What follows belongs to an exercise in optimizing a design on an open flow for small area and a short achievable clock period; a production flow would make more cautious choices. In this exercise RTL edits were held to simulation tests only and were not proved equivalent to the original. Power is estimated from default activity; no workload was simulated.

<file path="flow/constraint.sdc">
create_clock -name core_clock -period 5.5 [get_ports {clk}]
set_input_delay 1.1000 -clock core_clock [delete_from_list [all_inputs] [get_ports {clk}]]
set_output_delay 1.1000 -clock core_clock [all_outputs]
set_load 0.01 [all_outputs]
</file>
<file path="flow/design.v">
`default_nettype none
module mc_banked_memory #(
    parameter int              WIDTH      = 32,
    parameter int              DEPTH      = 48,
    parameter int              ADDR_WIDTH = 6,
    parameter int              NUM_CH     = 4,
    parameter int              RD_LAT     = 2,
    parameter logic [WIDTH-1:0] INIT_VAL  = '0
) (
    input  wire                       clk,
    input  wire                       res,
    input  wire  [NUM_CH-1:0]            bus_valid,
    output logic [NUM_CH-1:0]            bus_ready,
    input  wire  [NUM_CH-1:0]            bus_wr_rd,
    input  wire  [NUM_CH*ADDR_WIDTH-1:0] bus_addr,
    input  wire  [NUM_CH*WIDTH-1:0]      bus_wdata,
    input  wire  [NUM_CH*WIDTH/8-1:0]    bus_wstrb,
    output logic [NUM_CH-1:0]            bus_rvalid,
    output logic [NUM_CH*WIDTH-1:0]      bus_rdata,
    output logic [NUM_CH-1:0]            bus_err,
    output logic                         init_done
);
    localparam int C_NB  = WIDTH / 8;
    localparam int C_CHW = (NUM_CH > 1) ? $clog2(NUM_CH) : 1;
    localparam logic [ADDR_WIDTH-1:0] C_LAST    = ADDR_WIDTH'(DEPTH - 1);
    localparam logic [C_CHW-1:0]      C_LAST_CH = C_CHW'(NUM_CH - 1);
    logic                  r_run;       
    logic [ADDR_WIDTH-1:0] r_addr;      
    logic [C_NB-1:0]       r_wstrb;     
    logic [WIDTH-1:0]      r_wdata;     
    logic [NUM_CH-1:0]     r_rd;        
    logic [C_CHW-1:0]      r_last;
    logic [NUM_CH-1:0]     r_rvalid;
    logic [NUM_CH-1:0]     r_err;
    logic [WIDTH-1:0]      r_rdata;
    logic [WIDTH-1:0]      r_mem [DEPTH];
    logic [NUM_CH-1:0] w_ready;
    logic              w_gnt_any;
    logic [C_CHW-1:0]  w_gnt_ch;
    function automatic logic is_before(input logic [C_CHW-1:0] last, input int j, input int c);
        logic [C_CHW-1:0] dj, dc;
        dj = C_CHW'(j) - last - C_CHW'(1);
        dc = C_CHW'(c) - last - C_CHW'(1);
        is_before = (dj < dc);
    endfunction
    logic [NUM_CH-1:0] w_blocked;
    always_comb begin
        for (int c = 0; c < NUM_CH; c++) begin
            w_blocked[c] = 1'b0;
            for (int j = 0; j < NUM_CH; j++) begin
                if (j != c && is_before(r_last, j, c) && bus_valid[j]) w_blocked[c] = 1'b1;
            end
            w_ready[c] = bus_valid[c] && !w_blocked[c] && r_run && !res;
        end
    end
    always_comb begin
        w_gnt_ch = '0;
        for (int c = 0; c < NUM_CH; c++) begin
            if (w_ready[c]) w_gnt_ch = w_gnt_ch | C_CHW'(c);
        end
    end
    assign w_gnt_any = |w_ready;
    assign bus_ready = w_ready;
    always_ff @(posedge clk) begin
        if (res) begin
            r_last <= C_LAST_CH;
        end else if (w_gnt_any) begin
            r_last <= w_gnt_ch;
        end
    end
    logic [ADDR_WIDTH-1:0] w_sel_addr;
    logic [WIDTH-1:0]      w_sel_wdata;
    logic [C_NB-1:0]       w_sel_wstrb;
    logic [NUM_CH-1:0]     w_gnt_wr;
    always_comb begin
        w_sel_addr  = '0;
        w_sel_wdata = '0;
        w_sel_wstrb = '0;
        for (int i = 0; i < NUM_CH; i++) begin
            w_gnt_wr[i] = w_ready[i] & bus_wr_rd[i];
            w_sel_addr  = w_sel_addr  | ({ADDR_WIDTH{w_ready[i]}}  & bus_addr[i*ADDR_WIDTH +: ADDR_WIDTH]);
            w_sel_wdata = w_sel_wdata | ({WIDTH{w_gnt_wr[i]}}      & bus_wdata[i*WIDTH +: WIDTH]);
            w_sel_wstrb = w_sel_wstrb | ({C_NB{w_gnt_wr[i]}}       & bus_wstrb[i*C_NB +: C_NB]);
        end
    end
    always_ff @(posedge clk) begin
        if (res) begin
            r_run  <= 1'b0;
            r_addr <= '1;
        end else if (!r_run) begin
            r_addr <= r_addr + ADDR_WIDTH'(1);
            if (r_addr == C_LAST - ADDR_WIDTH'(1)) r_run <= 1'b1;
        end else begin
            r_addr <= w_sel_addr;
        end
    end
    always_ff @(posedge clk) begin
        r_wstrb <= (res || r_run) ? w_sel_wstrb : {C_NB{1'b1}};
        r_wdata <= w_sel_wdata;
        r_rd    <= w_ready & ~bus_wr_rd;
    end
    assign init_done = r_run;
    logic [DEPTH-1:0] w_dec;
    always_comb begin
        for (int i = 0; i < DEPTH; i++) w_dec[i] = (r_addr == ADDR_WIDTH'(i));
    end
    always_ff @(posedge clk) begin
        for (int i = 0; i < DEPTH; i++) begin
            for (int b = 0; b < C_NB; b++) begin
                if (w_dec[i] && r_wstrb[b]) r_mem[i][8*b +: 8] <= r_wdata[8*b +: 8];
            end
        end
    end
    logic [WIDTH-1:0] w_rd_word;
    always_comb begin
        w_rd_word = '0;
        for (int i = 0; i < DEPTH; i++) w_rd_word = w_rd_word | ({WIDTH{w_dec[i]}} & r_mem[i]);
    end
    logic w_oor;
    assign w_oor = (r_addr > C_LAST);
    always_ff @(posedge clk) begin
        r_rdata <= w_rd_word;
        if (res) begin
            r_rvalid <= '0;
            r_err    <= '0;
        end else begin
            for (int i = 0; i < NUM_CH; i++) begin
                r_rvalid[i] <= r_rd[i];
                r_err[i]    <= (r_rd[i] && w_oor) ||
                               (w_gnt_wr[i] && (bus_addr[i*ADDR_WIDTH +: ADDR_WIDTH] > C_LAST));
            end
        end
    end
    assign bus_rvalid = r_rvalid;
    assign bus_err    = r_err;
    assign bus_rdata  = {NUM_CH{r_rdata}};
endmodule
`default_nettype wire
`default_nettype none
module mc_banked_memory_top (
    input  wire         clk,
    input  wire         res,
    input  wire  [3:0]  valid,
    output logic [3:0]  ready,
    input  wire  [3:0]  wr_rd,
    input  wire  [23:0] addr,
    input  wire  [127:0] wdata,
    input  wire  [15:0] wstrb,
    output logic [3:0]  rvalid,
    output logic [127:0] rdata,
    output logic [3:0]  err,
    output logic        init_done
);
    mc_banked_memory #(
        .WIDTH(32), .DEPTH(48), .ADDR_WIDTH(6), .NUM_CH(4), .RD_LAT(2),
        .INIT_VAL('0)
    ) u_mem (
        .clk(clk), .res(res),
        .bus_valid(valid), .bus_ready(ready), .bus_wr_rd(wr_rd),
        .bus_addr(addr), .bus_wdata(wdata), .bus_wstrb(wstrb),
        .bus_rvalid(rvalid), .bus_rdata(rdata), .bus_err(err),
        .init_done(init_done)
    );
endmodule
`default_nettype wire
</file>
<file path="flow/config.mk">
export PLATFORM = sky130hd
export DESIGN_NAME = mc_banked_memory_top
export DESIGN_NICKNAME = mc_banked_memory_top
export VERILOG_FILES = /design/flow/design.v
export SDC_FILE = /design/flow/constraint.sdc
export NUM_CORES = 4
export LEC_CHECK = 0
export CAP_MARGIN = 20
export CORE_MARGIN = 2
export CORE_UTILIZATION = 40
export SETUP_SLACK_MARGIN = 2.5
export SLEW_MARGIN = 20
</file>
<file path="flow/run.sh">
#!/bin/bash
# synth_recipe.tcl (not shown) runs the flow's synth.tcl, then flattens the netlist and writes it again
# the make line also repeats each setting of config.mk as NAME=value (left out here)
make -C /OpenROAD-flow-scripts/flow DESIGN_CONFIG=/design/flow/config.mk WORK_HOME=/design/flow/orfs CLKGATE_MAP_FILE= SYNTH_SCRIPT=/design/flow/synth_recipe.tcl finish
</file>
==> results.json, run 1 <==
{
  "fin_cells": 6149,
  "synth_area_um2": 61280,
  "gp_congestion": 0.9371,
  "grt_max_degree": 49,
  "end_kind": "primary output",
  "cellPowerDensity_nw_per_um2": 412.6,
  "placed_area_um2": 66720,
  "slew_violations": 0,
  "finalClockSkew_ns": 0.02839,
  "ys_types": 64,
  "worst_slack_ns": 2.201,
  "fill_cells": 12650,
  "drtIter0Drc": 7689,
  "vias_per_cell": 6.451,
  "synth_area_leaders": "edfxtp_1 75%, a22oi_1 4.6%, dfxtp_1 2.9%, a22o_1 2.2%, a221oi_1 2.2%",
  "drive_gt1_share_pct": 16.77,
  "dieArea_um2": 156300,
  "crit_path_max_fanout": 4,
  "slowest_delay_ns": 0.44,
  "final_common_cell": "edfxtp_1",
  "avgRoutedWirePerCell_um": 37.60,
  "grt.total_usage_pct": 28.84,
  "multi_input_area_um2": 12470,
  "core_um2": 152100,
  "die-width_um": 395.4,
  "min_from": "u_mem.r_rd[1]",
  "fin_hold_ws_ns": 0.4722,
  "synth-warning-count": 2,
  "reg2reg_to": "u_mem.r_rdata[17]",
  "period_needed_ns": 3.299,
  "crit_slowest_cell": "a2111oi_4",
  "min_to": "u_mem.r_rvalid[1]",
  "leakagePower_nw": 22.50,
  "avgSynthCellArea_um2": 17.15,
  "finalCritPeriodShare_pct": 59.97,
  "cts.sinks": 1625,
  "whs_path_depth": 1,
  "syn_inst": 3574,
  "fmax_mhz": 303.2,
  "grt_pass1_wl_mm": 310.6,
  "cap_viol_max_count": 0,
  "drtAntennaViolNets": 0,
  "peakVddDrop_uv": 342.8,
  "tightest_slew_ns": 1.216,
  "r2r_start": "u_mem.r_addr[0]",
  "cts-htree-levels": 4,
  "crit_arrival_ns": 2.20,
  "routed_wirelength_mm": 231.2,
  "synth_top_area_share_pct": 75.27,
  "dp_slack_ns": 1.204,
  "num_rows": 143,
  "layout_common_cells": "1536 x edfxtp_1, 372 x a22oi_1, 309 x clkdlybuf4s50_1, 203 x buf_4, 169 x clkbuf_16",
  "cts_buffer_depth": 3,
  "path_clk_slew_ns": 0.06,
  "dp.cells": 5742,
  "reg2reg_depth": 10,
  "ys_seq_area_share_pct": 78.18,
  "layout.nets": 4166,
  "r2r_slack_ns": 2.42,
  "crit_chain": "clkdlybuf4s15_1 > nor2b_4 > a2111oi_4 > buf_2",
  "crit_path_start": "valid[0]",
  "crit_type": "input port to primary output",
  "seq_area_um2": 47980,
  "syn_nets": 3760,
  "overflow": 0,
  "synthFlopType": "edfxtp_1",
  "cts_hold_buf": 0,
  "start_util_pct": 40.29,
  "setup_viol": 0,
  "vias": 39670,
  "drt_drc_violations_left": 0,
  "hpwl_mm": 146.0,
  "die_h_um": 395.4,
  "dr.pass1.iters": 7,
  "grt_pass1_vias": 37030,
  "cts_root_buf": "clkbuf_16",
  "clk_latency_ns": 0.82,
  "hold_viol": 0,
  "cts_tree": "done",
  "rsz0062_at_grt": "true",
  "hold_class": "register to register",
  "port_buffers": 318,
  "synth_edf_count": 1536,
  "status": "finished clean",
  "ys_seq_elements": 1625,
  "design_area_um2": 73560,
  "syn2layout_area_growth_pct": 20.04,
  "num_io_pins": 319,
  "max-slew-margin-rel_pct": 18.96,
  "cts_buffers": 163,
  "async_flop_share_pct": 0,
  "cp-start-kind": "input port",
  "synth_top_area_cell": "edfxtp_1",
  "tns_ns": 0,
  "antenna_found_initial": 11,
  "crit_required_ns": 4.40
}
worst max-delay path: cells and delay by family:
| kind | cells | cell delay, ns |
|---|---|---|
| buffers and inverters | 2 | 0.48 |
| AOI/OAI and AO/OA | 1 | 0.44 |
| and+or+nand+nor | 1 | 0.18 |
worst max-delay path by stage:
stage,to,slack (ns),depth (start not counted)
2_1_floorplan,ready[1],2.49,5
3_3_place_gp,ready[1],1.21,6
3_5_place_dp,ready[1],1.20,6
4_1_cts,ready[1],1.98,6
5_1_grt,ready[3],2.22,9
6_report,ready[1],2.20,4
cells in the mapped netlist, drive strengths merged (22+ instances only):
master / instances
edfxtp: 1536
a22oi: 373
buf: 221
and2: 202
a22o: 157
a221oi: 155
nor2: 106
clkbuf: 97
nand4: 93
dfxtp: 89
mux2i: 89
nand2: 88
a21oi: 54
nand3: 34
o22ai: 29
nor3: 24
nor2b: 23
or4: 22
sequential cells by signal (all words and copies together), names as in the netlist:
signal,count
u_mem.r_addr,6
u_mem.r_err,4
u_mem.r_last,2
u_mem.r_mem,1536
u_mem.r_rd,4
u_mem.r_rdata,32
u_mem.r_run,1
u_mem.r_rvalid,4
u_mem.r_wdata,32
u_mem.r_wstrb,4
timing repair:
action | CTS | global route
setup endpoints to repair | 1493 | 114
gates resized for setup | 163 | 42
buffers inserted | 80 | 20
pin swaps | 26 | 7
gates cloned | 1 | 0
final cells by class:
| class | instances | share of cell area (%) |
|---|---|---|
| Antenna cell | 5 | 0.01701 |
| Clock buffer | 222 | 6.088 |
| Clock inverter | 77 | 0.9763 |
| Inverter | 7 | 0.03912 |
| Multi-Input combinational cell | 1625 | 16.96 |
| Sequential cell | 1625 | 65.22 |
| Tap cell | 2030 | 3.453 |
| Timing Repair Buffer | 558 | 7.246 |
cells by family (layout without fill, tap and decap cells):
kind of cell | count (synthesis) | count (layout) | share of synthesized area, %
AO/OA/AOI/OAI | 852 | 852 | 10.92
flip-flops | 1625 | 1625 | 78.18
other | 0 | 5 | 0
AND/OR/NAND/NOR | 661 | 662 | 6.123
adder cells (fa/ha/maj) | 8 | 8 | 0.1633
multiplexers | 99 | 99 | 1.637
buffers and inverters | 325 | 864 | 2.920
XOR/XNOR | 4 | 4 | 0.05718
report_power, final:
group | internal [mW] | switching, mW
registers | 13.8 | 0.342
clock network | 6.27 | 4.73
logic | 2.08 | 3.19
total | 22.1 | 8.25
metrics by stage:
step                      power [mW]  util (%)
final                          30.35     48.37
after detailed placement       19.03     43.87
after global placement         19.02     43.84
after global routing           30.92     48.36
after CTS                      30.14     48.11
after floorplan                16.78         -
metal layers:
layer	vias up	share of wire (%)	track usage (%)
met5	-	0.035	0
met4	14	4.6	12.64
met3	580	14	7.715
met2	3427	45	43.05
met1	20270	37	39.72
li1	15380	-	-
==> inputs of run 2 (changes only) <==
--- a/flow/config.mk
+++ b/flow/config.mk
@@ -8,5 +8,4 @@
 export CAP_MARGIN = 20
 export CORE_MARGIN = 2
 export CORE_UTILIZATION = 40
-export SETUP_SLACK_MARGIN = 2.5
 export SLEW_MARGIN = 20
==> run 2 against run 1 <==
Effect of this change: maximum frequency decreased by 30%; setup slack got worse by 1.4 ns; largest power group unchanged; die area unchanged; synthesized cell count unchanged; area after synthesis unchanged; critical endpoint unchanged; critical path depth increased by 2; flip-flop and latch count unchanged; clock skew increased by 0.019 ns; cell area decreased by 2.2%; still clean.
==> results.json, run 2 <==
{
  "cellPowerDensity_nw_per_um2": 414.9,
  "path_clk_slew_ns": 0.06,
  "endpoint": "ready[1]",
  "ys_seq_area_share_pct": 78.18,
  "crit_path_max_fanout": 14,
  "crit_top_cell": "clkdlybuf4s50_1",
  "cap_viol_max_count": 0,
  "synthFlopType": "edfxtp_1",
  "r2r_slack_ns": 1.43,
  "die_h_um": 395.4,
  "reg_top3": "u_mem.r_mem x1536, u_mem.r_rdata x32, u_mem.r_wdata x32",
  "hpwl_mm": 146.1,
  "core_um2": 152100,
  "synth_top_area_cell": "edfxtp_1",
  "reg2reg_to": "u_mem.r_mem[12][13]",
  "synth_top_area_share_pct": 75.27,
  "crit_required_ns": 4.40,
  "power_mw": 29.85,
  "cts_root_buf": "clkbuf_16",
  "multi_input_area_um2": 11870,
  "finalCritPeriodShare_pct": 86.26,
  "gp_congestion": 0.9403,
  "syn_inst": 3574,
  "cts-htree-levels": 4,
  "top_register": "u_mem.r_mem",
  "port_buffers": 318,
  "design_area_um2": 71960,
  "slowest_delay_ns": 0.67,
  "synth-warning-count": 2,
  "avgRoutedWirePerCell_um": 37.34,
  "leakagePower_nw": 21.67,
  "syn_nets": 3760,
  "status": "finished clean",
  "crit_path_start": "res",
  "avgSynthCellArea_um2": 17.15,
  "syn2layout_area_growth_pct": 17.42,
  "cts_hold_buf": 0,
  "synth_area_leaders": "edfxtp_1 75%, a22oi_1 4.6%, dfxtp_1 2.9%, a22o_1 2.2%, a221oi_1 2.2%",
  "start_util_pct": 40.29,
  "num_rows": 143,
  "drive_gt1_share_pct": 11.68,
  "finalClockSkew_ns": 0.04749,
  "cts_buffer_depth": 3,
  "antenna_found_initial": 11,
  "hold_class": "register to register",
  "vias_per_cell": 6.402,
  "placed_area_um2": 66730,
  "fill_cells": 12840,
  "final_common_cell": "edfxtp_1",
  "dieArea_um2": 156300,
  "utilization_pct": 47.31,
  "fmax_mhz": 210.8,
  "die-width_um": 395.4,
  "hold_viol": 0,
  "dp_slack_ns": 0.8043,
  "dr.pass1.iters": 6,
  "rsz0062_at_grt": "false",
  "cp-start-kind": "input port",
  "tns_ns": 0,
  "drt_drc_violations_left": 0,
  "cts_tree": "done",
  "crit_slowest_cell": "clkdlybuf4s50_1",
  "peakVddDrop_uv": 320.9,
  "clk_latency_ns": 0.82,
  "reg2reg_depth": 6,
  "overflow": 0,
  "layout_common_cells": "1536 x edfxtp_1, 373 x a22oi_1, 318 x clkdlybuf4s50_1, 198 x and2_1, 169 x clkbuf_16",
  "synth_edf_count": 1536,
  "drtAntennaViolNets": 0,
  "grt_max_degree": 49,
  "largest_reg_flops": 1536,
  "crit_arrival_ns": 3.64,
  "grt_pass1_vias": 36150,
  "cts_setup_buffers": 0,
  "seq_area_um2": 47960,
  "async_flop_share_pct": 0,
  "tightest_slew_ns": 1.241,
  "slew_violations": 0,
  "synth_area_um2": 61280,
  "ys_seq_elements": 1625,
  "cts_resized": 0,
  "grt.total_usage_pct": 28.26,
  "layout.nets": 4061,
  "crit_type": "input port to primary output",
  "r2r_start": "u_mem.r_addr[0]",
  "vias": 38690,
  "num_io_pins": 319,
  "synth.most_common_cell": "edfxtp_1",
  "end_kind": "primary output",
  "period_needed_ns": 4.744,
  "setup_viol": 0,
  "grt_pass1_wl_mm": 304.3,
  "ys_types": 64,
  "routed_wirelength_mm": 225.7,
  "cts.sinks": 1625,
  "crit_chain": "clkdlybuf4s50_1 > nor2b_1 > nand2_1 > a2111oi_2 > buf_4 > clkdlybuf4s50_1",
  "cts_buffers": 164,
  "worst_slack_ns": 0.7558,
  "drtIter0Drc": 7054,
  "synth_common_cells": "1536 x edfxtp_1, 373 x a22oi_1, 202 x and2_1",
  "max-slew-margin-rel_pct": 17.08
}
-- run 2: cell counts after synthesis --
No cell type changed its count.
-- run 2: cell families after synthesis --
group	synth area share, %
mux	1.637
buf+inv	2.920
compound gates	10.92
flops	78.18
simple gates	6.123
fa+ha+maj	0.1633
xor+xnor	0.05718
-- run 2: area by class of cell --
type,instances,share of cell area (%)
repair buffers,453,6.058
clock buffers,241,6.434
diodes,6,0.02087
clock inverters,58,0.7755
multi-input cells,1624,16.50
inverters,7,0.03651
well taps,2030,3.530
flip-flops and latches,1625,66.64
-- run 2: worst min-delay path by stage --
stage | from | endpoint | slack [ns] | cells after the start
finish | u_mem.r_rd[1] | u_mem.r_rvalid[1] | 0.47 | 1
global route | u_mem.r_rd[3] | u_mem.r_rvalid[3] | 0.49 | 1
CTS | u_mem.r_rd[1] | u_mem.r_rvalid[1] | 0.47 | 1
detailed placement | u_mem.r_rd[1] | u_mem.r_rvalid[1] | 0.46 | 1
global placement | u_mem.r_rd[1] | u_mem.r_rvalid[1] | 0.46 | 1
floorplan | u_mem.r_rd[3] | u_mem.r_rvalid[3] | 0.44 | 1
-- run 2: where the power goes --
part	internal, mW	switching (mW)
Combinational	1.84	2.94
Clock	6.22	4.73
Sequential	13.7	0.387
Total	21.8	8.05
-- run 2: metal layers --
| metal | global-route usage, % | routed length [um] | vias to the layer above |
|---|---|---|---|
| li1 | - | - | 15160 |
| met1 | 38.47 | 84820 | 19830 |
| met2 | 42.56 | 100700 | 3185 |
| met3 | 7.942 | 29850 | 514 |
| met4 | 12.02 | 10250 | 8 |
| met5 | 0 | 47 | - |
-- run 2: metrics by stage --
stage / hold WS, ns / instances
global placement: 0.4616 / 5738
global route: 0.4925 / 6038
CTS: 0.4706 / 6037
detailed placement: 0.4625 / 5738
finish: 0.4732 / 6044
floorplan: 0.4388 / 3574
-- run 2: worst max-delay path: cells and delay by family --
kind,cells,cell delay (ns)
AND/OR/NAND/NOR,2,0.80
AO/OA/AOI/OAI,1,0.27
buffers and inverters,3,1.48
==> inputs of run 3 (changes only) <==
--- a/flow/design.v
+++ b/flow/design.v
@@ -29,43 +29,45 @@
     logic [C_NB-1:0]       r_wstrb;     
     logic [WIDTH-1:0]      r_wdata;     
     logic [NUM_CH-1:0]     r_rd;        
-    logic [C_CHW-1:0]      r_last;
     logic [NUM_CH-1:0]     r_rvalid;
     logic [NUM_CH-1:0]     r_err;
     logic [WIDTH-1:0]      r_rdata;
     logic [WIDTH-1:0]      r_mem [DEPTH];
     logic [NUM_CH-1:0] w_ready;
+    logic [NUM_CH-1:0] w_blocked;
     logic              w_gnt_any;
-    logic [C_CHW-1:0]  w_gnt_ch;
-    function automatic logic is_before(input logic [C_CHW-1:0] last, input int j, input int c);
-        logic [C_CHW-1:0] dj, dc;
-        dj = C_CHW'(j) - last - C_CHW'(1);
-        dc = C_CHW'(c) - last - C_CHW'(1);
-        is_before = (dj < dc);
+    logic [NUM_CH-1:0] r_pri     [NUM_CH];
+    logic [NUM_CH-1:0] w_pri_nxt [NUM_CH];
+    function automatic logic is_before(input int last, input int j, input int c);
+        is_before = (((j - last - 1 + 2*NUM_CH) % NUM_CH) < ((c - last - 1 + 2*NUM_CH) % NUM_CH));
     endfunction
-    logic [NUM_CH-1:0] w_blocked;
     always_comb begin
         for (int c = 0; c < NUM_CH; c++) begin
-            w_blocked[c] = 1'b0;
-            for (int j = 0; j < NUM_CH; j++) begin
-                if (j != c && is_before(r_last, j, c) && bus_valid[j]) w_blocked[c] = 1'b1;
-            end
-            w_ready[c] = bus_valid[c] && !w_blocked[c] && r_run && !res;
-        end
-    end
-    always_comb begin
-        w_gnt_ch = '0;
-        for (int c = 0; c < NUM_CH; c++) begin
-            if (w_ready[c]) w_gnt_ch = w_gnt_ch | C_CHW'(c);
+            w_blocked[c] = |(r_pri[c] & bus_valid);
+            w_ready[c]   = bus_valid[c] && !w_blocked[c] && r_run && !res;
         end
     end
     assign w_gnt_any = |w_ready;
     assign bus_ready = w_ready;
+    always_comb begin
+        for (int c = 0; c < NUM_CH; c++) begin
+            for (int j = 0; j < NUM_CH; j++) begin
+                w_pri_nxt[c][j] = 1'b0;
+                for (int g = 0; g < NUM_CH; g++) begin
+                    if (is_before(g, j, c)) w_pri_nxt[c][j] = w_pri_nxt[c][j] | w_ready[g];
+                end
+            end
+        end
+    end
     always_ff @(posedge clk) begin
-        if (res) begin
-            r_last <= C_LAST_CH;
-        end else if (w_gnt_any) begin
-            r_last <= w_gnt_ch;
+        for (int c = 0; c < NUM_CH; c++) begin
+            for (int j = 0; j < NUM_CH; j++) begin
+                if (res) begin
+                    r_pri[c][j] <= is_before(NUM_CH - 1, j, c);
+                end else if (w_gnt_any) begin
+                    r_pri[c][j] <= w_pri_nxt[c][j];
+                end
+            end
         end
     end
     logic [ADDR_WIDTH-1:0] w_sel_addr;
==> flow/flow/run.sh (new file) <==
#!/bin/bash
set -uo pipefail
export BUFFER_PORTS_ARGS="-buffer_cell sky130_fd_sc_hd__buf_1"
bash standard.sh finish > orfs_make.log 2>&1
==> flow/standard.sh (new file) <==
#!/bin/bash
# synth_recipe.tcl (not shown) runs the flow's synth.tcl, then flattens the netlist and writes it again
# the make line also repeats each setting of config.mk as NAME=value (left out here)
make -C /OpenROAD-flow-scripts/flow DESIGN_CONFIG=/design/flow/config.mk WORK_HOME=/design/flow/orfs CLKGATE_MAP_FILE= SYNTH_SCRIPT=/design/flow/synth_recipe.tcl "${@:-finish}"
--- a/flow/config.mk
+++ b/flow/config.mk
@@ -8,4 +8,5 @@
 export CAP_MARGIN = 20
 export CORE_MARGIN = 2
 export CORE_UTILIZATION = 40
+export SETUP_SLACK_MARGIN = 2.5
 export SLEW_MARGIN = 20
removed: flow/run.sh
==> run 3 against run 2 <==
Effect of this change: final cell count is 1.2% higher; worst hold slack worse by 0.015 ns; first-iteration DRC count is 3.1% higher; largest cell class unchanged; largest power group unchanged; highest routed layer unchanged.
==> results.json, run 3 <==
{
  "status": "finished clean",
  "netSwitchingPower_mw": 8.125,
  "placed_area_um2": 64670,
  "cts_buffers": 163,
  "drive_gt1_share_pct": 16.62,
  "leakagePower_nw": 22.94,
  "critPathBufInv": 3,
  "start_util_pct": 40.29,
  "synth_area_um2": 61270,
  "fill_cells": 12790,
  "synth_edf_count": 1536,
  "num_io_pins": 319,
  "synth_top_area_cell": "edfxtp_1",
  "port_buffers": 318,
  "gp_congestion": 0.9456,
  "finalClockSkew_ns": 0.05834,
  "route.top_layer_used": "met5",
  "crit_path_max_fanout": 3,
  "die_h_um": 395.4,
  "hold_viol": 0,
  "drtAntennaViolNets": 0,
  "max-slew-margin-rel_pct": 14.61,
  "drtIter0Drc": 7274,
  "core_um2": 152100,
  "cts.sinks": 1635,
  "ys_seq_area_share_pct": 78.51,
  "crit_type": "input port to primary output",
  "avgRoutedWirePerCell_um": 37.87,
  "syn_nets": 3716,
  "slew_violations": 0,
  "design_area_um2": 71920,
  "grt_max_degree": 49,
  "layout_common_cells": "1536 x edfxtp_1, 319 x a22oi_1, 310 x buf_1, 197 x buf_4, 182 x a22o_1",
  "crit_chain": "buf_8 > a222oi_1 > nand3_2 > clkinvlp_4 > buf_6",
  "p_clk_share_pct": 37.2,
  "cellPowerDensity_nw_per_um2": 408.0,
  "rsz0062_at_grt": "true",
  "hpwl_mm": 146.6,
  "async_flop_share_pct": 0,
  "synth_top_area_share_pct": 75.28,
  "cts-htree-levels": 4,
  "routed_wirelength_mm": 231.7,
  "drt_drc_violations_left": 0,
  "overflow": 0,
  "vias_per_cell": 6.474,
  "intPower_mw": 21.22,
  "pwr-share-comb_pct": 14.7,
  "tns_ns": 0,
  "crit_required_ns": 4.40,
  "synth_area_leaders": "edfxtp_1 75%, a22oi_1 4.0%, dfxtp_1 3.2%, a22o_1 2.6%, a221oi_1 2.4%",
  "grt_pass1_wl_mm": 311.7,
  "grt_pass1_vias": 36970,
  "cts_buffer_depth": 3,
  "cap_viol_max_count": 0,
  "fmax_mhz": 323.4,
  "tightest_slew_ns": 1.281,
  "top_register": "u_mem.r_mem",
  "avgSynthCellArea_um2": 17.34,
  "dr_wl_met2_mm": 102.1,
  "finalCritPeriodShare_pct": 56.21,
  "die-width_um": 395.4,
  "vias": 39600,
  "crit_slowest_cell": "a222oi_1",
  "dr.pass1.iters": 7,
  "crit_arrival_ns": 1.99,
  "period_needed_ns": 3.092,
  "syn_inst": 3534,
  "wl_met1_mm": 84.41,
  "reg_top3": "u_mem.r_mem x1536, u_mem.r_rdata x32, u_mem.r_wdata x32",
  "synthFlopType": "edfxtp_1",
  "route.met3.wl_mm": 33.46,
  "p_seq_share_pct": 48.1,
  "antenna_found_initial": 13,
  "setup_viol": 0,
  "cts_tree": "done",
  "grt.total_usage_pct": 28.97,
  "hold_class": "register to register",
  "ys_types": 60,
  "final_common_cell": "edfxtp_1",
  "largest_reg_flops": 1536,
  "clk_latency_ns": 0.81,
  "end_kind": "primary output",
  "cts_root_buf": "clkbuf_16",
  "utilization_pct": 47.29,
  "num_rows": 143,
  "synth.most_common_cell": "edfxtp_1",
  "power_mw": 29.34,
  "syn2layout_area_growth_pct": 17.38,
  "layout.nets": 4123,
  "peakVddDrop_uv": 355.0,
  "ys_seq_elements": 1635,
  "crit_family": "buffers and inverters",
  "multi_input_area_um2": 12400,
  "cp-start-kind": "input port",
  "slowest_delay_ns": 0.34,
  "swShare_pct": 27.69,
  "synth_common_cells": "1536 x edfxtp_1, 323 x a22oi_1, 185 x and2_1",
  "cts_hold_buf": 0,
  "path_clk_slew_ns": 0.06,
  "dieArea_um2": 156300,
  "seq_area_um2": 48190,
  "synth-warning-count": 4
}
-- run 3: cell types whose count changed after synthesis, moves of 12 or more --
cell,before,now
a221o_1,1,32
nor3_1,24,12
a22oi_1,373,323
buf_2,103,61
nor2_2,17,5
a211oi_1,14,2
and2_1,202,185
clkbuf_1,96,137
o2bb2ai_1,2,16
a22o_1,157,183
nand2_1,85,52
-- run 3: tightest hold or removal path, stage by stage (launching register included) --
cell	delay [ns]
dfxtp_1	0.31
nand3_1	0.06
nand2_1	0.04
-- run 3: layout make-up --
class / count / share of cell area (%)
inverters: 7 / 0.04697
clock inverters: 78 / 1.030
diodes: 8 / 0.02783
well taps: 2030 / 3.532
clock buffers: 225 / 6.134
repair buffers: 564 / 4.988
multi-input cells: 1570 / 17.24
flip-flops and latches: 1635 / 67.01
-- run 3: cell families after synthesis --
kind of cell,count (synthesis),share of synthesized area [%]
adder cells (fa/ha/maj),4,0.08169
buffers and inverters,331,2.845
AO/OA/AOI/OAI,870,11.37
AND/OR/NAND/NOR,595,5.520
XOR/XNOR,1,0.01430
multiplexers,98,1.656
flip-flops,1635,78.51
-- run 3: metal layers --
layer,global-route usage (%),vias to the layer above
li1,-,15330
met1,38.88,20000
met2,43.14,3673
met3,9.005,586
met4,13.27,10
met5,0,-
-- run 3: power groups by stage --
stage,logic [mW],registers [mW],clock network [mW]
6_report,4.31,14.1,10.9
5_1_grt,4.35,14.1,11.3
4_1_cts,4.08,14.1,10.9
3_5_place_dp,3.56,14.5,0
3_3_place_gp,3.55,14.5,0
2_1_floorplan,2.21,14.2,0
-- run 3: per-stage QoR --
step                      setup slack, ns  hold slack, ns  cells
after floorplan                     2.421          0.4269   3534
after global placement              1.416          0.4418   5671
after detailed placement            1.412          0.4447   5674
after CTS                           2.311          0.4592   6097
after global routing                2.308          0.4811   6115
final                               2.408          0.4584   6117
-- run 3: path summary, 6_finish.rpt --
kind | depth (start not counted) | endpoint | slack [ns] | startpoint
worst min register to register | 2 | u_mem.r_pri[3][0] | 0.46 | u_mem.r_pri[3][0]
worst max register to register | 7 | u_mem.r_mem[38][15] | 2.46 | u_mem.r_addr[0]
worst max-delay path | 5 | ready[0] | 2.41 | valid[1]
worst min-delay path | 2 | u_mem.r_pri[3][0] | 0.46 | u_mem.r_pri[3][0]
-- run 3: repair_timing --
item | CTS | global route
hold endpoints to repair | 0 | 0
buffers inserted | 118 | 12
endpoints found under the setup margin | 1393 | 141
pin swaps | 41 | 14
gates cloned | 2 | 0
resized for setup | 124 | 47
==> inputs of run 4 (changes only) <==
--- a/flow/config.mk
+++ b/flow/config.mk
@@ -8,5 +8,7 @@
 export CAP_MARGIN = 20
 export CORE_MARGIN = 2
 export CORE_UTILIZATION = 40
-export SETUP_SLACK_MARGIN = 2.5
+export CTS_CLUSTER_DIAMETER = 80
+export CTS_CLUSTER_SIZE = 30
+export SETUP_SLACK_MARGIN = 2.6
 export SLEW_MARGIN = 20
==> run 4 against run 3 <==
Effect of this change: area after synthesis unchanged; largest cell class unchanged; critical path type is now register to register; first-iteration DRC count decreased by 0.62%; clock skew decreased by 0.010 ns; flip-flop and latch count unchanged; final cell count decreased by 1.9%; worst hold slack got worse by 0.023 ns; setup slack got worse by 0.0055 ns; die area unchanged; wire length increased by 1.8%.
==> results.json, run 4 <==
{
  "port_buffers": 318,
  "num_io_pins": 319,
  "hpwl_mm": 148.2,
  "crit_arrival_ns": 3.69,
  "synth_top_area_share_pct": 75.28,
  "grtUsageMet1_pct": 39.00,
  "finalClockSkew_ns": 0.04832,
  "synth_area_leaders": "edfxtp_1 75%, a22oi_1 4.0%, dfxtp_1 3.2%, a22o_1 2.6%, a221oi_1 2.4%",
  "crit_required_ns": 6.09,
  "drtAntennaViolNets": 0,
  "largest_reg_flops": 1536,
  "period_needed_ns": 3.097,
  "cellPowerDensity_nw_per_um2": 367.1,
  "cp-start-kind": "register",
  "rsz0062_at_grt": "true",
  "dieArea_um2": 156300,
  "finalCritPeriodShare_pct": 56.31,
  "overflow": 0,
  "ys_seq_elements": 1635,
  "drtIter0Drc": 7229,
  "synthFlopType": "edfxtp_1",
  "setup_viol": 0,
  "clk_latency_ns": 0.73,
  "path_clk_slew_ns": 0.12,
  "routed_wirelength_mm": 235.9,
  "reg2reg_depth": 8,
  "cap_viol_max_count": 0,
  "status": "finished clean",
  "cts-htree-levels": 3,
  "synth_top_area_cell": "edfxtp_1",
  "synth-warning-count": 4,
  "start_util_pct": 40.29,
  "cts_root_buf": "clkbuf_16",
  "die_h_um": 395.4,
  "async_flop_share_pct": 0,
  "cts_buffer_depth": 3,
  "peakVddDrop_uv": 279.9,
  "end_kind": "register",
  "top_register": "u_mem.r_mem",
  "dp_slack_ns": 1.397,
  "syn_nets": 3716,
  "vias_per_cell": 6.554,
  "grt_max_degree": 49,
  "dr.pass1.iters": 9,
  "use_met2_pct": 43.35,
  "core_um2": 152100,
  "cts_buffers": 73,
  "antenna_found_initial": 7,
  "syn_inst": 3534,
  "synth_area_um2": 61270,
  "seq_area_um2": 48170,
  "crit_path_max_fanout": 31,
  "vias": 39340,
  "hold_class": "register to register",
  "dp.cells": 5679,
  "hold_viol": 0,
  "drt_drc_violations_left": 0,
  "min_to": "u_mem.r_rvalid[1]",
  "synth_common_cells": "1536 x edfxtp_1, 323 x a22oi_1, 185 x and2_1",
  "grt_pass1_vias": 36330,
  "gp_congestion": 0.9322,
  "num_rows": 143,
  "fin_cells": 6002,
  "final_common_cell": "edfxtp_1",
  "worst_slack_ns": 2.403,
  "cts_tree": "done",
  "multi_input_area_um2": 12820,
  "r2r_start": "u_mem.r_addr[2]",
  "fmax_mhz": 322.9,
  "reg2reg_to": "u_mem.r_rdata[20]",
  "layout.nets": 4089,
  "avgSynthCellArea_um2": 17.34,
  "leakagePower_nw": 22.13,
  "r2r_slack_ns": 2.40,
  "synth.most_common_cell": "edfxtp_1",
  "tightest_slew_ns": 1.385,
  "whs_path_depth": 1,
  "grt.total_usage_pct": 29.21,
  "layout_common_cells": "1536 x edfxtp_1, 315 x a22oi_1, 309 x buf_1, 217 x buf_4, 182 x a22o_1",
  "slew_violations": 0,
  "min_from": "u_mem.r_rd[1]",
  "syn2layout_area_growth_pct": 14.62,
  "synth_edf_count": 1536,
  "die-width_um": 395.4,
  "use_met3_pct": 9.450,
  "ys_seq_area_share_pct": 78.51,
  "ys_types": 60,
  "grt_pass1_wl_mm": 313.3,
  "reg_top3": "u_mem.r_mem x1536, u_mem.r_rdata x32, u_mem.r_wdata x32",
  "crit_type": "register to register",
  "tns_ns": 0,
  "fin_hold_ws_ns": 0.4358,
  "fill_cells": 12960,
  "max-slew-margin-rel_pct": 7.575,
  "drive_gt1_share_pct": 17.55,
  "busiest_layer": "met2",
  "avgRoutedWirePerCell_um": 39.31,
  "cts.sinks": 1635
}
run 4: cell counts after synthesis:
No cell type changed its count.
run 4: logic make-up after synthesis:
family	Yosys count	share of synthesized area, %
AND/OR/NAND/NOR	595	5.520
flip-flops	1635	78.51
buffers and inverters	331	2.845
XOR/XNOR	1	0.01430
multiplexers	98	1.656
AO/OA/AOI/OAI	870	11.37
adder cells (fa/ha/maj)	4	0.08169
run 4: metrics by stage:
step	area (um^2)	utilization, %	total power [mW]
floorplan	61340	-	16.41
global route	70220	46.17	26.18
global placement	64610	42.48	18.09
finish	70230	46.18	25.78
detailed placement	64730	42.56	18.12
CTS	69420	45.64	25.38
run 4: worst max-delay path by stage:
| stage | to | start | slack, ns |
|---|---|---|---|
| global route | ready[0] | valid[1] | 2.33 |
| CTS | ready[0] | valid[1] | 2.43 |
| detailed placement | u_mem.r_rdata[6] | u_mem.r_addr[5] | 1.40 |
| global placement | u_mem.r_rdata[20] | u_mem.r_addr[2] | 0.81 |
| floorplan | ready[0] | valid[1] | 2.42 |
| finish | u_mem.r_rdata[20] | u_mem.r_addr[2] | 2.40 |
run 4: power breakdown:
group	leakage [nW]	internal, mW	switching, mW
Clock	1.18	2.88	4.14
Combinational	6.76	1.53	3.16
Sequential	14.2	13.8	0.303
run 4: repair_timing:
item                        CTS  global route
cloned                        6             2
setup endpoints to repair  1463           215
hold buffers                  0             0
buffers inserted            138            37
resized for setup           199            88
pin swaps                    56            40
run 4: cell type report:
type	count	share of cell area [%]
sequential	1635	68.58
inverter	7	0.05166
antenna	7	0.02494
tap	2030	3.617
multi-input combinational	1575	18.25
clock inverter	33	0.7001
timing repair buffer	615	5.968
clock buffer	100	2.806
run 4: metal layers:
layer / vias up / wire length [um]
met5: - / 443
met4: 10 / 13290
met3: 643 / 33940
met2: 3562 / 102300
met1: 19960 / 85890
li1: 15170 / -
run 4: critical path: stages (launching register included):
cell and delay (ns):
dfxtp_4 0.42, clkbuf_4 0.22, buf_4 0.22, and2_4 0.33, nand2_1 0.21, o32ai_1 0.16
a2111oi_4 0.58, nand4_1 0.19, or4_1 0.57
==> inputs of run 5 (changes only) <==
--- a/flow/design.v
+++ b/flow/design.v
@@ -25,7 +25,6 @@
     localparam logic [ADDR_WIDTH-1:0] C_LAST    = ADDR_WIDTH'(DEPTH - 1);
     localparam logic [C_CHW-1:0]      C_LAST_CH = C_CHW'(NUM_CH - 1);
     logic                  r_run;       
-    logic [ADDR_WIDTH-1:0] r_addr;      
     logic [C_NB-1:0]       r_wstrb;     
     logic [WIDTH-1:0]      r_wdata;     
     logic [NUM_CH-1:0]     r_rd;        
@@ -85,41 +84,44 @@
             w_sel_wstrb = w_sel_wstrb | ({C_NB{w_gnt_wr[i]}}       & bus_wstrb[i*C_NB +: C_NB]);
         end
     end
+    logic [DEPTH-1:0] r_dec;
+    logic             r_first;
+    logic             r_oor;
+    logic [DEPTH-1:0] w_sel_dec;
+    always_comb begin
+        for (int i = 0; i < DEPTH; i++) w_sel_dec[i] = w_gnt_any && (w_sel_addr == ADDR_WIDTH'(i));
+    end
     always_ff @(posedge clk) begin
+        r_first <= res;
         if (res) begin
-            r_run  <= 1'b0;
-            r_addr <= '1;
+            r_run <= 1'b0;
+            r_dec <= '0;
         end else if (!r_run) begin
-            r_addr <= r_addr + ADDR_WIDTH'(1);
-            if (r_addr == C_LAST - ADDR_WIDTH'(1)) r_run <= 1'b1;
+            r_dec <= {r_dec[DEPTH-2:0], r_first};
+            if (r_dec[DEPTH-2]) r_run <= 1'b1;
         end else begin
-            r_addr <= w_sel_addr;
+            r_dec <= w_sel_dec;
         end
     end
     always_ff @(posedge clk) begin
         r_wstrb <= (res || r_run) ? w_sel_wstrb : {C_NB{1'b1}};
         r_wdata <= w_sel_wdata;
         r_rd    <= w_ready & ~bus_wr_rd;
+        r_oor   <= (w_sel_addr > C_LAST);
     end
     assign init_done = r_run;
-    logic [DEPTH-1:0] w_dec;
-    always_comb begin
-        for (int i = 0; i < DEPTH; i++) w_dec[i] = (r_addr == ADDR_WIDTH'(i));
-    end
     always_ff @(posedge clk) begin
         for (int i = 0; i < DEPTH; i++) begin
             for (int b = 0; b < C_NB; b++) begin
-                if (w_dec[i] && r_wstrb[b]) r_mem[i][8*b +: 8] <= r_wdata[8*b +: 8];
+                if (r_dec[i] && r_wstrb[b]) r_mem[i][8*b +: 8] <= r_wdata[8*b +: 8];
             end
         end
     end
     logic [WIDTH-1:0] w_rd_word;
     always_comb begin
         w_rd_word = '0;
-        for (int i = 0; i < DEPTH; i++) w_rd_word = w_rd_word | ({WIDTH{w_dec[i]}} & r_mem[i]);
+        for (int i = 0; i < DEPTH; i++) w_rd_word = w_rd_word | ({WIDTH{r_dec[i]}} & r_mem[i]);
     end
-    logic w_oor;
-    assign w_oor = (r_addr > C_LAST);
     always_ff @(posedge clk) begin
         r_rdata <= w_rd_word;
         if (res) begin
@@ -128,7 +130,7 @@
         end else begin
             for (int i = 0; i < NUM_CH; i++) begin
                 r_rvalid[i] <= r_rd[i];
-                r_err[i]    <= (r_rd[i] && w_oor) ||
+                r_err[i]    <= (r_rd[i] && r_oor) ||
                                (w_gnt_wr[i] && (bus_addr[i*ADDR_WIDTH +: ADDR_WIDTH] > C_LAST));
             end
         end
--- a/flow/config.mk
+++ b/flow/config.mk
@@ -10,5 +10,5 @@
 export CORE_UTILIZATION = 40
 export CTS_CLUSTER_DIAMETER = 80
 export CTS_CLUSTER_SIZE = 30
-export SETUP_SLACK_MARGIN = 2.6
+export SETUP_SLACK_MARGIN = 2.7
 export SLEW_MARGIN = 20
==> run 5 against run 4 <==
Effect of this change: register-to-register slack better by 0.31 ns; final cell count is 5.7% lower; worst hold slack better by 0.023 ns; synthesized cell count is 3.2% lower; non-clock buffer count is 190 lower; critical endpoint is now ready[3].
==> results.json, run 5 <==
{
  "die_h_um": 395.6,
  "gp_congestion": 0.8810,
  "ys_seq_elements": 1679,
  "ys_types": 37,
  "pwr-share-comb_pct": 1.6,
  "layout_common_cells": "1536 x edfxtp_1, 320 x a22o_1, 317 x a221oi_1, 310 x buf_1, 197 x and2_1",
  "rsz0062_at_grt": "true",
  "period_needed_ns": 3.198,
  "finalCritPeriodShare_pct": 58.15,
  "synth.most_common_cell": "edfxtp_1",
  "synth-warning-count": 4,
  "cts_buffers": 76,
  "grtUsageMet1_pct": 35.29,
  "whs_path_depth": 1,
  "hpwl_mm": 124.6,
  "top_register": "u_mem.r_mem",
  "synth_top_area_cell": "edfxtp_1",
  "max-slew-margin-rel_pct": 20.25,
  "largest_reg_flops": 1536,
  "status": "finished clean",
  "async_flop_share_pct": 0,
  "cap_viol_max_count": 0,
  "core_um2": 152100,
  "cts.sinks": 1679,
  "p_seq_share_pct": 64.8,
  "reg2reg_to": "u_mem.r_rdata[7]",
  "syn2layout_area_growth_pct": 9.628,
  "finalClockSkew_ns": 0.05630,
  "intPower_mw": 16.69,
  "crit_slowest_cell": "a222oi_1",
  "crit_required_ns": 4.40,
  "avgSynthCellArea_um2": 17.93,
  "drtAntennaViolNets": 0,
  "critPathBufInv": 4,
  "seq_area_um2": 49110,
  "grt_pass1_vias": 34110,
  "cts-htree-levels": 3,
  "vias": 36080,
  "grt_pass1_wl_mm": 275.8,
  "grt.total_usage_pct": 25.06,
  "cts_root_buf": "clkbuf_16",
  "cp-start-kind": "input port",
  "swShare_pct": 21.36,
  "synth_common_cells": "1536 x edfxtp_1, 320 x a221oi_1, 320 x a22o_1",
  "syn_nets": 3600,
  "fmax_mhz": 312.7,
  "peakVddDrop_uv": 236.9,
  "num_io_pins": 319,
  "layout.nets": 3749,
  "synth_edf_count": 1536,
  "synth_area_um2": 61350,
  "busiest_layer": "met2",
  "num_rows": 143,
  "reg2reg_depth": 5,
  "clk_latency_ns": 0.74,
  "r2r_start": "u_mem.r_dec[42]",
  "ys_seq_area_share_pct": 79.85,
  "end_kind": "primary output",
  "dr.pass1.iters": 5,
  "hold_class": "register to register",
  "vias_per_cell": 6.373,
  "antenna_found_initial": 11,
  "syn_inst": 3422,
  "die-width_um": 395.6,
  "tightest_slew_ns": 1.196,
  "cellPowerDensity_nw_per_um2": 315.6,
  "grt_max_degree": 49,
  "fin_hold_ws_ns": 0.4584,
  "start_util_pct": 40.34,
  "use_met2_pct": 40.04,
  "r2r_slack_ns": 2.71,
  "crit_arrival_ns": 2.10,
  "netSwitchingPower_mw": 4.536,
  "min_to": "u_mem.r_dec[0]",
  "synth_area_leaders": "edfxtp_1 75%, dfxtp_1 4.7%, a221oi_1 4.6%, a22o_1 4.6%, a22oi_1 2.4%",
  "fill_cells": 13210,
  "overflow": 0,
  "p_clk_share_pct": 33.6,
  "final_common_cell": "edfxtp_1",
  "tns_ns": 0,
  "setup_viol": 0,
  "crit_type": "input port to primary output",
  "cts_hold_buf": 0,
  "synth_top_area_share_pct": 75.18,
  "leakagePower_nw": 18.81,
  "hold_viol": 0,
  "drt_drc_violations_left": 0,
  "crit_path_max_fanout": 5,
  "avgRoutedWirePerCell_um": 35.54,
  "min_from": "u_mem.r_first",
  "routed_wirelength_mm": 201.2,
  "synthFlopType": "edfxtp_1",
  "cts_buffer_depth": 3,
  "port_buffers": 318,
  "dieArea_um2": 156500,
  "crit_family": "buffers and inverters",
  "crit_chain": "buf_12 > a222oi_1 > buf_4 > nand3_1 > inv_2 > buf_6",
  "reg_top3": "u_mem.r_mem x1536, u_mem.r_dec x48",
  "use_met3_pct": 4.196,
  "cts_tree": "done",
  "path_clk_slew_ns": 0.11,
  "multi_input_area_um2": 10810,
  "drive_gt1_share_pct": 10.17,
  "drtIter0Drc": 5795,
  "slew_violations": 0,
  "slowest_delay_ns": 0.34
}
==> run 5: cell types whose count changed in the layout (fill, tap and decap cells not counted), moves of 67 or more <==
cell      previous run  this run
mux2i_1             88         0
a22o_1             182       320
a22oi_1            315       172
a221oi_2            70         3
buf_4              217        98
a221oi_1            89       317
==> run 5: area by class of cell <==
class                   instances  area share, %
clock buffers                 102          3.018
well taps                    2030          3.777
repair buffers                425          3.271
inverters                       8        0.06325
clock inverters                35         0.7720
multi-input cells            1381          16.07
diodes                          1       0.003721
flip-flops and latches       1679          73.03
==> run 5: per-stage QoR <==
stage | utilization, % | std cells | instance area (um^2) | total power [mW] | setup slack (ns)
finish | 44.22 | 5661 | 67260 | 21.23 | 2.302
global route | 44.22 | 5660 | 67250 | 21.67 | 2.265
global placement | 42.13 | 5480 | 64070 | 14.37 | 1.371
CTS | 44.11 | 5651 | 67090 | 21.26 | 2.340
detailed placement | 42.14 | 5481 | 64090 | 14.37 | 1.396
floorplan | - | 3422 | 61670 | 14.22 | 2.044
==> run 5: routing by layer <==
layer,part of all wire (%),routed length (um)
met5,0.017,35
met4,3.3,6601
met3,11,21400
met2,47,94070
met1,39,79110
==> run 5: what timing repair did <==
item,CTS,global route
cloned,1,0
gates resized for setup,44,6
setup endpoints to repair,95,53
buffers inserted,32,7
pin swaps,9,6
==> run 5: power by group through the flow <==
stage               Combinational [mW]  Clock [mW]  Sequential [mW]
floorplan                        0.176           0             14.0
global placement                 0.320           0             14.1
detailed placement               0.317           0             14.1
CTS                              0.329        7.17             13.8
global route                     0.345        7.56             13.8
finish                           0.331        7.14             13.8
==> run 5: how the worst max path moves through the flow <==
stage | startpoint | cells past startpoint | to | slack (ns)
after floorplan | valid[3] | 5 | ready[2] | 2.04
after global placement | valid[3] | 6 | u_mem.r_dec[36] | 1.37
after detailed placement | valid[3] | 5 | ready[2] | 1.40
after CTS | valid[3] | 5 | ready[0] | 2.34
after global routing | valid[3] | 5 | ready[0] | 2.26
final | valid[2] | 6 | ready[3] | 2.30
==> run 5: kinds of logic after synthesis <==
group / count (synthesis) / synth area share [%]
AOI/OAI and AO/OA: 905 / 12.60
buffers and inverters: 362 / 2.927
DFF: 1679 / 79.85
and+or+nand+nor: 476 / 4.628
==> inputs of run 6 (changes only) <==
--- a/flow/config.mk
+++ b/flow/config.mk
@@ -8,7 +8,8 @@
 export CAP_MARGIN = 20
 export CORE_MARGIN = 2
 export CORE_UTILIZATION = 40
-export CTS_CLUSTER_DIAMETER = 80
-export CTS_CLUSTER_SIZE = 30
+export CTS_CLUSTER_DIAMETER = 70
+export CTS_CLUSTER_SIZE = 24
+export PLACE_DENSITY = 0.75
 export SETUP_SLACK_MARGIN = 2.7
 export SLEW_MARGIN = 20
==> run 6 against run 5 <==
Effect of this change: worst hold slack improved by 0.018 ns; area after synthesis is the same; combinational power is 4% lower; clock-buffer cell count rose by 28; via count up 1.2%; flip-flop and latch count did not move; total power is 0.24% higher; clock power is 0.7% higher; first-iteration DRC count up 26%; sequential power is essentially flat; non-clock buffer count decreased by 7; clock skew shrank 0.0029 ns.
==> results.json, run 6 <==
{
  "p_seq_share_pct": 64.7,
  "reg2reg_depth": 6,
  "avgRoutedWirePerCell_um": 33.36,
  "synthMuxAreaShare_pct": 0,
  "syn_nets": 3600,
  "cts_tree": "done",
  "hpwl_mm": 117.8,
  "synth_top_family_by_area": "compound AO/OA/AOI/OAI gates",
  "finalClockSkew_ns": 0.05340,
  "layout_common_cells": "1536 x edfxtp_1, 320 x a22o_1, 313 x a221oi_1, 310 x buf_1, 197 x and2_1",
  "port_buffers": 318,
  "synth.most_common_cell": "edfxtp_1",
  "reg_top3": "u_mem.r_mem x1536, u_mem.r_dec x48",
  "dp_slack_ns": 1.429,
  "crit_slowest_cell": "a222oi_1",
  "cts_buffer_depth": 3,
  "synthXorXnorAreaFrac_pct": 0,
  "power_mw": 21.28,
  "period_needed_ns": 3.248,
  "path_clk_slew_ns": 0.10,
  "grt_pass1_wl_mm": 260.6,
  "core_um2": 152100,
  "p_clk_share_pct": 33.8,
  "design_area_um2": 67270,
  "critPathBufInv": 3,
  "hold_class": "register to register",
  "utilization_pct": 44.24,
  "synth-compound-area-share_pct": 12.60,
  "crit_arrival_ns": 2.15,
  "ys_seq_elements": 1679,
  "cts_root_buf": "clkbuf_16",
  "syn2layout_area_growth_pct": 9.659,
  "async_flop_share_pct": 0,
  "final_common_cell": "edfxtp_1",
  "crit_required_ns": 4.40,
  "synth_area_um2": 61350,
  "avgSynthCellArea_um2": 17.93,
  "num_rows": 143,
  "synth_top_area_share_pct": 75.18,
  "routed_wirelength_mm": 189.2,
  "end_kind": "primary output",
  "drt_drc_violations_left": 0,
  "synth_edf_count": 1536,
  "rsz0062_at_grt": "true",
  "cts_hold_buf": 0,
  "dp.cells": 5481,
  "slowest_delay_ns": 0.44,
  "setup_viol": 0,
  "top_register": "u_mem.r_mem",
  "worst_slack_ns": 2.252,
  "start_util_pct": 40.34,
  "num_io_pins": 319,
  "cap_viol_max_count": 0,
  "tightest_slew_ns": 1.205,
  "swShare_pct": 20.15,
  "fin_cells": 5671,
  "placed_area_um2": 64090,
  "vias": 36520,
  "grt_max_degree": 49,
  "die_h_um": 395.6,
  "yosys.area_share.adder_pct": 0,
  "drtIter0Drc": 7323,
  "cts.sinks": 1679,
  "die-width_um": 395.6,
  "cellPowerDensity_nw_per_um2": 316.3,
  "dieArea_um2": 156500,
  "drive_gt1_share_pct": 9.794,
  "clk_latency_ns": 0.73,
  "dr.pass1.iters": 6,
  "syn_inst": 3422,
  "tns_ns": 0,
  "synth-warning-count": 4,
  "status": "finished clean",
  "pwr-share-comb_pct": 1.5,
  "synth_common_cells": "1536 x edfxtp_1, 320 x a221oi_1, 320 x a22o_1",
  "ys_types": 37,
  "crit_type": "input port to primary output",
  "max-slew-margin-rel_pct": 19.65,
  "cp-start-kind": "input port",
  "cts_buffers": 85,
  "vias_per_cell": 6.440,
  "overflow": 0,
  "cp_num_cells": 5,
  "gp_congestion": 0.9308,
  "peakVddDrop_uv": 230.3,
  "whs_path_depth": 1,
  "slew_violations": 0,
  "synthSimpleGateAreaFrac_pct": 4.628,
  "crit_path_max_fanout": 5,
  "min_from": "u_mem.r_dec[18]",
  "r2r_start": "u_mem.r_dec[16]",
  "synth_top_area_cell": "edfxtp_1",
  "largest_reg_flops": 1536,
  "cts-htree-levels": 3,
  "finalCritPeriodShare_pct": 59.06,
  "fin_hold_ws_ns": 0.4764,
  "fmax_mhz": 307.9,
  "leakagePower_nw": 18.83,
  "synth_area_leaders": "edfxtp_1 75%, dfxtp_1 4.7%, a221oi_1 4.6%, a22o_1 4.6%, a22oi_1 2.4%",
  "hold_viol": 0,
  "crit_chain": "buf_12 > a222oi_1 > nand3_1 > inv_2 > buf_6",
  "grt.total_usage_pct": 23.30,
  "fill_cells": 12810,
  "drtAntennaViolNets": 0,
  "layout.nets": 3752,
  "synthFlopType": "edfxtp_1",
  "crit_path_start": "valid[2]",
  "grt_pass1_vias": 34490,
  "antenna_found_initial": 17,
  "intPower_mw": 16.99,
  "crit_family": "compound AO/OA/AOI/OAI gates",
  "netSwitchingPower_mw": 4.289,
  "ys_seq_area_share_pct": 79.85
}
run 6: cell counts after synthesis:
No cell type changed its count.
run 6: worst paths after layout:
check | endpoint | slack, ns
max reg2reg | u_mem.r_rdata[3] | 2.65
min reg2reg | u_mem.r_dec[19] | 0.48
max | ready[3] | 2.25
min | u_mem.r_dec[19] | 0.48
run 6: what timing repair did:
action | 4_1_cts | 5_1_grt
gates resized for setup | 30 | 17
pin swaps | 10 | 9
setup endpoints to repair | 91 | 57
setup buffers | 24 | 10
gates cloned | 2 | 0
run 6: layer usage:
layer / track usage (%) / up-vias / part of all wire, % / routed length [um]
li1: - / 14450 / - / -
met1: 30.51 / 18240 / 34 / 64460
met5: 0 / - / 0.022 / 41
met4: 11.00 / 6 / 5.2 / 9807
met3: 5.581 / 475 / 15 / 27640
met2: 36.69 / 3350 / 46 / 87210
run 6: area by class of cell:
type | instances | area [um^2] | share of cell area, %
multi-input combinational | 1382 | 10850 | 16.12
timing repair buffer | 418 | 2098 | 3.119
antenna | 6 | 15.01 | 0.02232
inverter | 8 | 42.54 | 0.06323
clock inverter | 18 | 242.7 | 0.3608
tap | 2030 | 2540 | 3.775
clock buffer | 130 | 2401 | 3.569
sequential | 1679 | 49090 | 72.97
run 6: power by group through the flow:
stage / registers (mW) / clock network [mW] / logic [mW]
final: 13.8 / 7.19 / 0.319
after global routing: 13.8 / 7.58 / 0.332
after CTS: 13.8 / 7.17 / 0.313
after detailed placement: 14.1 / 0 / 0.300
after global placement: 14.1 / 0 / 0.299
after floorplan: 14.0 / 0 / 0.176
run 6: cells by family (layout without fill, tap and decap cells):
logic type	Yosys count	in the layout
other	0	6
and+or+nand+nor	476	477
AOI/OAI and AO/OA	905	905
buffers and inverters	362	574
DFF	1679	1679
==> inputs of run 7 (changes only) <==
--- a/flow/design.v
+++ b/flow/design.v
@@ -34,6 +34,7 @@
     logic [WIDTH-1:0]      r_mem [DEPTH];
     logic [NUM_CH-1:0] w_ready;
     logic [NUM_CH-1:0] w_blocked;
+    logic [NUM_CH-1:0] logic_blk_o;
     logic              w_gnt_any;
     logic [NUM_CH-1:0] r_pri     [NUM_CH];
     logic [NUM_CH-1:0] w_pri_nxt [NUM_CH];
@@ -47,7 +48,27 @@
         end
     end
     assign w_gnt_any = |w_ready;
-    assign bus_ready = w_ready;
+    logic [NUM_CH-1:0] r_last_oh;
+    logic [NUM_CH-1:0] w_ready_o;
+    always_comb begin
+        for (int c = 0; c < NUM_CH; c++) begin
+            logic_blk_o[c] = 1'b0;
+            for (int j = 0; j < NUM_CH; j++) begin
+                for (int g = 0; g < NUM_CH; g++) begin
+                    if (is_before(g, j, c)) logic_blk_o[c] = logic_blk_o[c] | (r_last_oh[g] & bus_valid[j]);
+                end
+            end
+            w_ready_o[c] = bus_valid[c] && !logic_blk_o[c] && r_run && !res;
+        end
+    end
+    assign bus_ready = w_ready_o;
+    always_ff @(posedge clk) begin
+        if (res) begin
+            r_last_oh <= NUM_CH'(1) << (NUM_CH - 1);
+        end else if (w_gnt_any) begin
+            r_last_oh <= w_ready;
+        end
+    end
     always_comb begin
         for (int c = 0; c < NUM_CH; c++) begin
             for (int j = 0; j < NUM_CH; j++) begin
--- a/flow/config.mk
+++ b/flow/config.mk
@@ -11,5 +11,5 @@
 export CTS_CLUSTER_DIAMETER = 70
 export CTS_CLUSTER_SIZE = 24
 export PLACE_DENSITY = 0.75
-export SETUP_SLACK_MARGIN = 2.7
+export SETUP_SLACK_MARGIN = 2.8
 export SLEW_MARGIN = 20
==> run 7 against run 6 <==
Effect of this change: die area hardly changed; clock skew is 0.012 ns higher; synthesized cell count is 0.18% higher; critical endpoint is now ready[0].
==> results.json, run 7 <==
{
  "routed_wirelength_mm": 191.0,
  "utilization_pct": 44.31,
  "hold_viol": 0,
  "period_needed_ns": 2.973,
  "avgSynthCellArea_um2": 17.89,
  "cap_viol_max_count": 0,
  "route.met3.wl_mm": 31.56,
  "syn_inst": 3428,
  "ys_seq_elements": 1679,
  "num_rows": 143,
  "largest_reg_flops": 1536,
  "ys_types": 35,
  "crit_path_start": "valid[3]",
  "drtIter0Drc": 7555,
  "status": "finished clean",
  "dp.cells": 5489,
  "cp-start-kind": "input port",
  "crit_type": "input port to primary output",
  "grt_pass1_wl_mm": 264.5,
  "hpwl_mm": 114.9,
  "overflow": 0,
  "vias_per_cell": 6.552,
  "crit_slowest_cell": "and3_4",
  "slowest_delay_ns": 0.22,
  "leakagePower_nw": 18.98,
  "r2r_start": "u_mem.r_dec[45]",
  "avgRoutedWirePerCell_um": 33.66,
  "layout.nets": 3745,
  "placed_area_um2": 63980,
  "layout_common_cells": "1536 x edfxtp_1, 320 x a22o_1, 312 x a221oi_1, 310 x buf_1, 195 x a22oi_1",
  "synth_area_leaders": "edfxtp_1 75%, dfxtp_1 4.7%, a221oi_1 4.6%, a22o_1 4.6%, a22oi_1 2.4%",
  "dieArea_um2": 156500,
  "tightest_slew_ns": 1.155,
  "cellPowerDensity_nw_per_um2": 326.7,
  "fill_cells": 12800,
  "grt_pass1_vias": 34990,
  "ys_seq_area_share_pct": 79.87,
  "cts_buffer_depth": 3,
  "multi_input_area_um2": 10790,
  "async_flop_share_pct": 0,
  "setup_viol": 0,
  "route.top_layer_used": "met5",
  "dp_slack_ns": 1.843,
  "antenna_found_initial": 22,
  "synth_top_area_share_pct": 75.20,
  "crit_chain": "buf_8 > and2_4 > o32ai_2 > and3_4 > buf_6",
  "port_buffers": 318,
  "crit_family": "simple AND/OR/NAND/NOR gates",
  "cts_hold_buf": 0,
  "synth_top_area_cell": "edfxtp_1",
  "rsz0062_at_grt": "true",
  "worst_slack_ns": 2.527,
  "fmax_mhz": 336.3,
  "path_clk_slew_ns": 0.09,
  "die-width_um": 395.6,
  "clk_latency_ns": 0.77,
  "critPathBufInv": 2,
  "gp_congestion": 0.9113,
  "start_util_pct": 40.33,
  "design_area_um2": 67380,
  "synth.most_common_cell": "edfxtp_1",
  "dr.pass1.iters": 7,
  "end_kind": "primary output",
  "synth_edf_count": 1536,
  "syn_nets": 3606,
  "cts_root_buf": "clkbuf_16",
  "peakVddDrop_uv": 287.8,
  "finalClockSkew_ns": 0.06573,
  "slew_violations": 0,
  "top_register": "u_mem.r_mem",
  "fin_hold_ws_ns": 0.4359,
  "synthFlopType": "edfxtp_1",
  "hold_class": "register to register",
  "crit_path_max_fanout": 5,
  "die_h_um": 395.6,
  "synth_common_cells": "1536 x edfxtp_1, 320 x a221oi_1, 320 x a22o_1",
  "grt.total_usage_pct": 23.68,
  "seq_area_um2": 49100,
  "cts.sinks": 1679,
  "synth_area_um2": 61330,
  "drtAntennaViolNets": 0,
  "synth-warning-count": 4,
  "power_mw": 22.02,
  "drt_drc_violations_left": 0,
  "min_from": "u_mem.r_first",
  "finalCritPeriodShare_pct": 54.06,
  "tns_ns": 0,
  "cts_buffers": 96,
  "drive_gt1_share_pct": 9.041,
  "reg_top3": "u_mem.r_mem x1536, u_mem.r_dec x48",
  "dr_wl_met2_mm": 84.71,
  "max-slew-margin-rel_pct": 22.97,
  "cts-htree-levels": 3,
  "core_um2": 152100,
  "syn2layout_area_growth_pct": 9.865,
  "fin_cells": 5675,
  "wl_met1_mm": 64.99,
  "num_io_pins": 319,
  "crit_arrival_ns": 1.87,
  "crit_required_ns": 4.40,
  "vias": 37180,
  "grt_max_degree": 50,
  "cts_tree": "done",
  "final_common_cell": "edfxtp_1"
}
[run 7: changes by cell type in the layout (fill, tap and decap cells not counted), moves of 8 or more]
cell | previous run | this run
a32o_2 | 8 | 0
a22oi_1 | 172 | 195
a32o_1 | 40 | 48
clkbuf_1 | 39 | 28
clkbuf_16 | 89 | 98
a22oi_2 | 24 | 0
buf_4 | 94 | 70
[run 7: worst paths after layout]
kind                        to  slack (ns)  depth (start not counted)
min             u_mem.r_dec[0]        0.44                          1
max reg2reg  u_mem.r_rdata[11]        2.73                          5
max                   ready[0]        2.53                          5
min reg2reg     u_mem.r_dec[0]        0.44                          1
[run 7: routing by layer]
layer	vias up	track usage (%)
li1	14470	-
met1	18350	32.01
met2	3761	35.93
met3	576	6.366
met4	20	10.59
met5	-	0
[run 7: kinds of logic after synthesis]
logic type | after synthesis | share of synthesized area (%)
AOI/OAI and AO/OA | 909 | 12.66
buffers and inverters | 353 | 2.823
DFF | 1679 | 79.87
and+or+nand+nor | 487 | 4.649
[run 7: area by class of cell]
class | count | share of cell area (%)
clock inverter | 44 | 0.8727
sequential | 1679 | 72.87
multi-input combinational | 1396 | 16.01
antenna | 6 | 0.02228
tap | 2030 | 3.769
timing repair buffer | 389 | 2.635
inverter | 5 | 0.02785
clock buffer | 126 | 3.795
[run 7: what timing repair did]
action                                  in CTS  in global routing
setup buffers                                8                  2
endpoints found under the setup margin      78                 87
pin swaps                                    9                  3
gates resized for setup                     37                 20
[run 7: where the power goes]
part	total, mW	internal (mW)	leakage, nW	switching, mW
Combinational	0.306	0.0984	4.54	0.208
Clock	7.95	3.53	1.51	4.42
Sequential	13.8	13.7	12.9	0.0326

[separate check: timing with driven ports]
The results above use ideal ports. As a check the final layouts listed here were re-extracted and re-timed, cells and wires unchanged. Step 1, drivers: a clkbuf_16 drives clk and a buf_2 each remaining input, both assumed. Step 2 also shifts input and output timing later by t, the mid clock arrival at the registers, as if the neighbouring blocks saw the same clock. Three values: ideal ports, drivers, drivers and shift; two values: the first two.
run | shift t [ns] | slack for setup (ns) | latest minus earliest clock arrival (ns) | worst register clock-pin slew, ns
run 1 | 0.883 | 2.201 / 2.162 / 1.975 | 0.033 / 0.034 | 0.07 / 0.07
run 2 | 0.881 | 0.756 / 0.729 / 0.729 | 0.050 / 0.049 | 0.07 / 0.07
run 3 | 0.865 | 2.408 / 2.360 / 1.891 | 0.060 / 0.061 | 0.07 / 0.07
run 4 | 0.796 | 2.403 / 2.365 / 2.003 | 0.054 / 0.055 | 0.12 / 0.12
run 5 | 0.800 | 2.302 / 2.214 / 1.836 | 0.063 / 0.063 | 0.12 / 0.12
run 6 | 0.782 | 2.252 / 2.156 / 1.965 | 0.060 / 0.059 | 0.10 / 0.10
run 7 | 0.827 | 2.527 / 2.476 / 2.132 | 0.069 / 0.069 | 0.10 / 0.10
After both steps setup and hold are still met in every run listed. The setup slack of run 3, which loses most, moves by -0.048 ns with the drivers and by -0.517 ns with both steps.
